Context: an optimization exercise on an open-source flow, tuned for small area, a short achievable clock period and few clock cycles per item. The choices shown serve that exercise and are no tape-out recipe.
Only simulation tests tie the RTL to the original design; equivalence was not proved.
Power is estimated from default activity; no workload was simulated.

Setup of job 104:
==> flow/design.v <==
module msw_ring (
    input  logic        i_clk,
    input  logic        i_acc,
    input  logic [15:0] i_data,
    input  logic        i_w1,
    input  logic [7:0]  i_wm2,
    output logic [15:0] o_x,
    output logic [15:0] o_old
);
    logic [15:0]       r_x;
    logic [3*16-1:0]   r_s0;
    logic [12*16-1:0]  r_s1;
    logic [48*16-1:0]  r_s2;
    logic [192*16-1:0] r_s3;
    logic [15:0]       r_out;
    logic [15:0] out0, out1, out2, out3;
    always_comb begin
        case (i_wm2[1:0])
            2'd0:    out0 = r_x;
            2'd1:    out0 = r_s0[0*16 +: 16];
            2'd2:    out0 = r_s0[1*16 +: 16];
            default: out0 = r_s0[2*16 +: 16];
        endcase
        case (i_wm2[3:2])
            2'd0:    out1 = out0;
            2'd1:    out1 = r_s1[3*16 +: 16];
            2'd2:    out1 = r_s1[7*16 +: 16];
            default: out1 = r_s1[11*16 +: 16];
        endcase
        case (i_wm2[5:4])
            2'd0:    out2 = out1;
            2'd1:    out2 = r_s2[15*16 +: 16];
            2'd2:    out2 = r_s2[31*16 +: 16];
            default: out2 = r_s2[47*16 +: 16];
        endcase
        case (i_wm2[7:6])
            2'd0:    out3 = out2;
            2'd1:    out3 = r_s3[63*16 +: 16];
            2'd2:    out3 = r_s3[127*16 +: 16];
            default: out3 = r_s3[191*16 +: 16];
        endcase
    end
    always_ff @(posedge i_clk) begin
        if (i_acc) begin
            r_x <= i_data;
        end else if (!i_w1) begin
            r_x <= r_out;
        end
        r_s0  <= {r_s0[0 +: 2*16], r_x};
        r_s1  <= {r_s1[0 +: 11*16], out0};
        r_s2  <= {r_s2[0 +: 47*16], out1};
        r_s3  <= {r_s3[0 +: 191*16], out2};
        r_out <= out3;
    end
    assign o_x   = r_x;
    assign o_old = i_w1 ? r_x : r_out;
endmodule
module max_sum_sliding_window (
    input  logic              i_clk,
    input  logic              i_rst_n,
    input  logic              i_cfg_we,
    input  logic [8:0]        i_cfg_data,
    input  logic              i_in_valid,
    output logic              o_in_ready,
    input  logic [15:0]       i_in_sample,
    input  logic              i_in_last,
    output logic              o_res_valid,
    input  logic              i_res_ready,
    output logic [15:0]       o_res_best_start,
    output logic [23:0]       o_res_best_sum,
    output logic [1:0]        o_res_status
);
    localparam logic [1:0] ST_OK    = 2'd0;
    localparam logic [1:0] ST_SHORT = 2'd1;
    localparam logic [1:0] ST_LONG  = 2'd2;
    logic [8:0]  r_cfg;
    logic [8:0]  cfg_nx;
    logic [7:0]  eff_wm2;
    logic [7:0]  r_ewm2;
    logic        r_ew1;        
    logic [7:0]  r_wm2;
    logic        r_w1;
    logic        r_ready;
    logic        r_mid;        
    logic [7:0]  r_gc;         
    logic        aligned;
    logic        acc;
    logic        take;
    logic [16:0] r_kc;         
    logic [16:0] r_t;          
    logic [24:0] r_part;       
    logic [15:0] last_sample;  
    logic [15:0] old_sample;
    logic        sub;
    logic        r_s_valid;
    logic        r_s_last;
    logic [23:0] r_best;
    logic [15:0] r_bidx;
    logic        s_set;
    logic        s_upd;
    logic [1:0]  s_status;
    logic [23:0] s_sum;
    logic [25:0] s_diff;
    logic [23:0] n_best;
    logic [15:0] n_idx;
    logic        new_res;
    logic        r_oval;
    logic [1:0]  r_status;
    assign cfg_nx = i_cfg_we ? i_cfg_data : r_cfg;
    always_comb begin
        if (cfg_nx <= 9'd1) begin
            eff_wm2 = 8'hFF;
        end else if (cfg_nx >= 9'd256) begin
            eff_wm2 = 8'd254;
        end else begin
            eff_wm2 = 8'(cfg_nx - 9'd2);
        end
    end
    always_ff @(posedge i_clk) begin
        if (!i_rst_n) begin
            r_cfg  <= 9'd1;
            r_ewm2 <= 8'hFF;
            r_ew1  <= 1'b1;
        end else begin
            r_cfg  <= cfg_nx;
            r_ewm2 <= eff_wm2;
            r_ew1  <= (cfg_nx <= 9'd1);
        end
    end
    always_ff @(posedge i_clk) begin
        if (!r_mid) begin
            r_wm2 <= r_ewm2;
            r_w1  <= r_ew1;
        end
    end
    assign acc     = i_in_valid && r_ready;
    assign take    = r_oval && i_res_ready;
    assign aligned = (r_gc == r_wm2);
    always_ff @(posedge i_clk) begin
        if (!i_rst_n) begin
            r_ready <= 1'b1;
            r_mid   <= 1'b0;
        end else begin
            r_ready <= (acc || !r_mid || aligned)
                    && !(acc && i_in_last) && !(r_s_valid && r_s_last)
                    && !(r_oval && !i_res_ready);
            if (acc) begin
                r_mid <= !i_in_last;
            end
        end
    end
    always_ff @(posedge i_clk) begin
        if (acc || aligned) begin
            r_gc <= 8'hFF;
        end else begin
            r_gc <= r_gc + 8'd1;
        end
    end
    msw_ring u_ring (
        .i_clk  (i_clk),
        .i_acc  (acc),
        .i_data (i_in_sample),
        .i_w1   (r_w1),
        .i_wm2  (r_wm2),
        .o_x    (last_sample),
        .o_old  (old_sample)
    );
    assign sub = r_mid && !r_kc[16];
    always_ff @(posedge i_clk) begin
        if (acc) begin
            r_part <= (r_mid ? (r_part + {{9{last_sample[15]}}, last_sample}) : 25'd0)
                    - (sub ? {{9{old_sample[15]}}, old_sample} : 25'd0);
            if (!r_mid) begin
                r_kc <= r_ew1 ? 17'd0 : {9'h1FF, ~r_ewm2};
                r_t  <= 17'd0;
            end else begin
                r_kc <= r_kc + 17'd1;
                r_t  <= r_t[16] ? r_t : (r_t + 17'd1);
            end
        end
    end
    always_ff @(posedge i_clk) begin
        if (!i_rst_n) begin
            r_s_valid <= 1'b0;
        end else begin
            r_s_valid <= acc;
        end
        r_s_last <= i_in_last;
    end
    always_comb begin
        s_sum  = 24'(r_part + {{9{last_sample[15]}}, last_sample});
        s_diff = {r_part[24], r_part} + {{10{last_sample[15]}}, last_sample}
               - {{2{r_best[23]}}, r_best};
        s_set  = (r_kc == 17'd0);
        s_upd  = !r_kc[16] && (s_set || !s_diff[25]);
        n_best = s_upd ? s_sum : r_best;
        n_idx  = s_upd ? r_kc[15:0] : r_bidx;
        if (r_t[16]) begin
            s_status = ST_LONG;
        end else if (r_kc[16]) begin
            s_status = ST_SHORT;
        end else begin
            s_status = ST_OK;
        end
        new_res = r_s_valid && r_s_last;
    end
    always_ff @(posedge i_clk) begin
        if (new_res) begin
            r_status <= s_status;
            if (s_status == ST_OK) begin
                r_best <= n_best;
                r_bidx <= n_idx;
            end else begin
                r_best <= 24'd0;
                r_bidx <= 16'd0;
            end
        end else if (r_s_valid && s_upd) begin
            r_best <= s_sum;
            r_bidx <= r_kc[15:0];
        end
    end
    always_ff @(posedge i_clk) begin
        if (!i_rst_n) begin
            r_oval <= 1'b0;
        end else begin
            r_oval <= new_res || (r_oval && !i_res_ready);
        end
    end
    assign o_in_ready       = r_ready;
    assign o_res_valid      = r_oval;
    assign o_res_best_start = r_bidx;
    assign o_res_best_sum   = r_best;
    assign o_res_status     = r_status;
endmodule
Settings: LEC_CHECK=0, CAP_MARGIN=20, CORE_MARGIN=2, CORE_UTILIZATION=45, CTS_CLUSTER_DIAMETER=90, CTS_CLUSTER_SIZE=32, PLACE_DENSITY=0.6, SLEW_MARGIN=20; clock period 10.0 ns.
standard.sh (not shown) runs the stock make flow with config.mk's settings and CLKGATE_MAP_FILE= SYNTH_SCRIPT=/design/flow/synth_recipe.tcl, a recipe that flattens the netlist after the stock synthesis.
==> flow/flow/run.sh <==
#!/bin/bash
# Own layout flow: the standard ORFS flow (standard.sh, standard synthesis unchanged)
# with two changes to how the layout is optimised (constraints and clock period unchanged):
#  - ports are buffered with buf_4 cells instead of the default delay-cell buffer,
#  - timing repair aims at a setup slack margin, so it also speeds up paths that
#    already meet the period.
# The make output goes to standard_flow.log; ORFS keeps each tool's log under orfs/logs.
set -euo pipefail
export BUFFER_PORTS_ARGS="-buffer_cell sky130_fd_sc_hd__buf_4"
export SETUP_SLACK_MARGIN=6.8
bash standard.sh > standard_flow.log 2>&1
Testbench counts of job 104, summed over its fixed seeds: cycles 59,560, items 59,080.
What job 105 does differently from job 104 at the input level:
Settings: swapping 32 for 28 in CTS_CLUSTER_SIZE; swapping 90 for 80 in CTS_CLUSTER_DIAMETER.
diff --git a/flow/flow/run.sh b/flow/flow/run.sh
--- a/flow/flow/run.sh
+++ b/flow/flow/run.sh
@@ -9,3 +9,3 @@
 export BUFFER_PORTS_ARGS="-buffer_cell sky130_fd_sc_hd__buf_4"
-export SETUP_SLACK_MARGIN=6.8
+export SETUP_SLACK_MARGIN=6.4
 bash standard.sh > standard_flow.log 2>&1
==> comparison <==
Endpoint of the worst setup timing path: r_part[20] -> job 104, r_part[23] -> job 105. NOTE combinational gate power job 104->job 105 decreased by a few percent. [compare] base=job 104 new=job 105: number of setup buffers added after CTS went down by 22, maximum cell stage delay along the critical path +0.04 ns, timing-limited maximum frequency dropped 5.0 MHz, first-iteration DRC count shows a reduction of 205. Run comparison: job 104 top layer used by detailed routing met5; job 105 top layer used by detailed routing met4. Compared with job 104, job 105 shows a power share of the combinational group that is 0.4 points lower. Number of distinct standard cells referenced by the synthesized netlist: job 104 vs job 105 identical. Clock group power deteriorates in job 105 relative to job 104. Relative to job 104, the slew at the pin with the worst max-slew slack of job 105 is higher by 0.034 ns.

[re-timing with driven ports]
The results above use ideal ports. As a check the final layouts listed here were re-extracted and re-timed, cells and wires unchanged.
Step 1, drivers: a clkbuf_16 drives i_clk and a buf_2 each remaining input, both assumed.
Step 2 adds t to the input delays and takes it off the output delays; t is the mean of the earliest and latest rising clock arrival at the registers after step 1. Input paths then give back, and output paths get back, about the clock's delay inside the block.
a / b / c = ideal / step 1 / step 2; a / b = the first two.
run	t, ns	slack for setup (ns)	worst register clock-pin slew, ns	worst data-port slew with drivers (ns)
job 104	0.901	5.728 / 5.728 / 5.728	0.12 / 0.12	0.09
job 105	0.905	5.635 / 5.635 / 5.635	0.10 / 0.10	0.15
After both steps setup and hold are still met in every run listed.
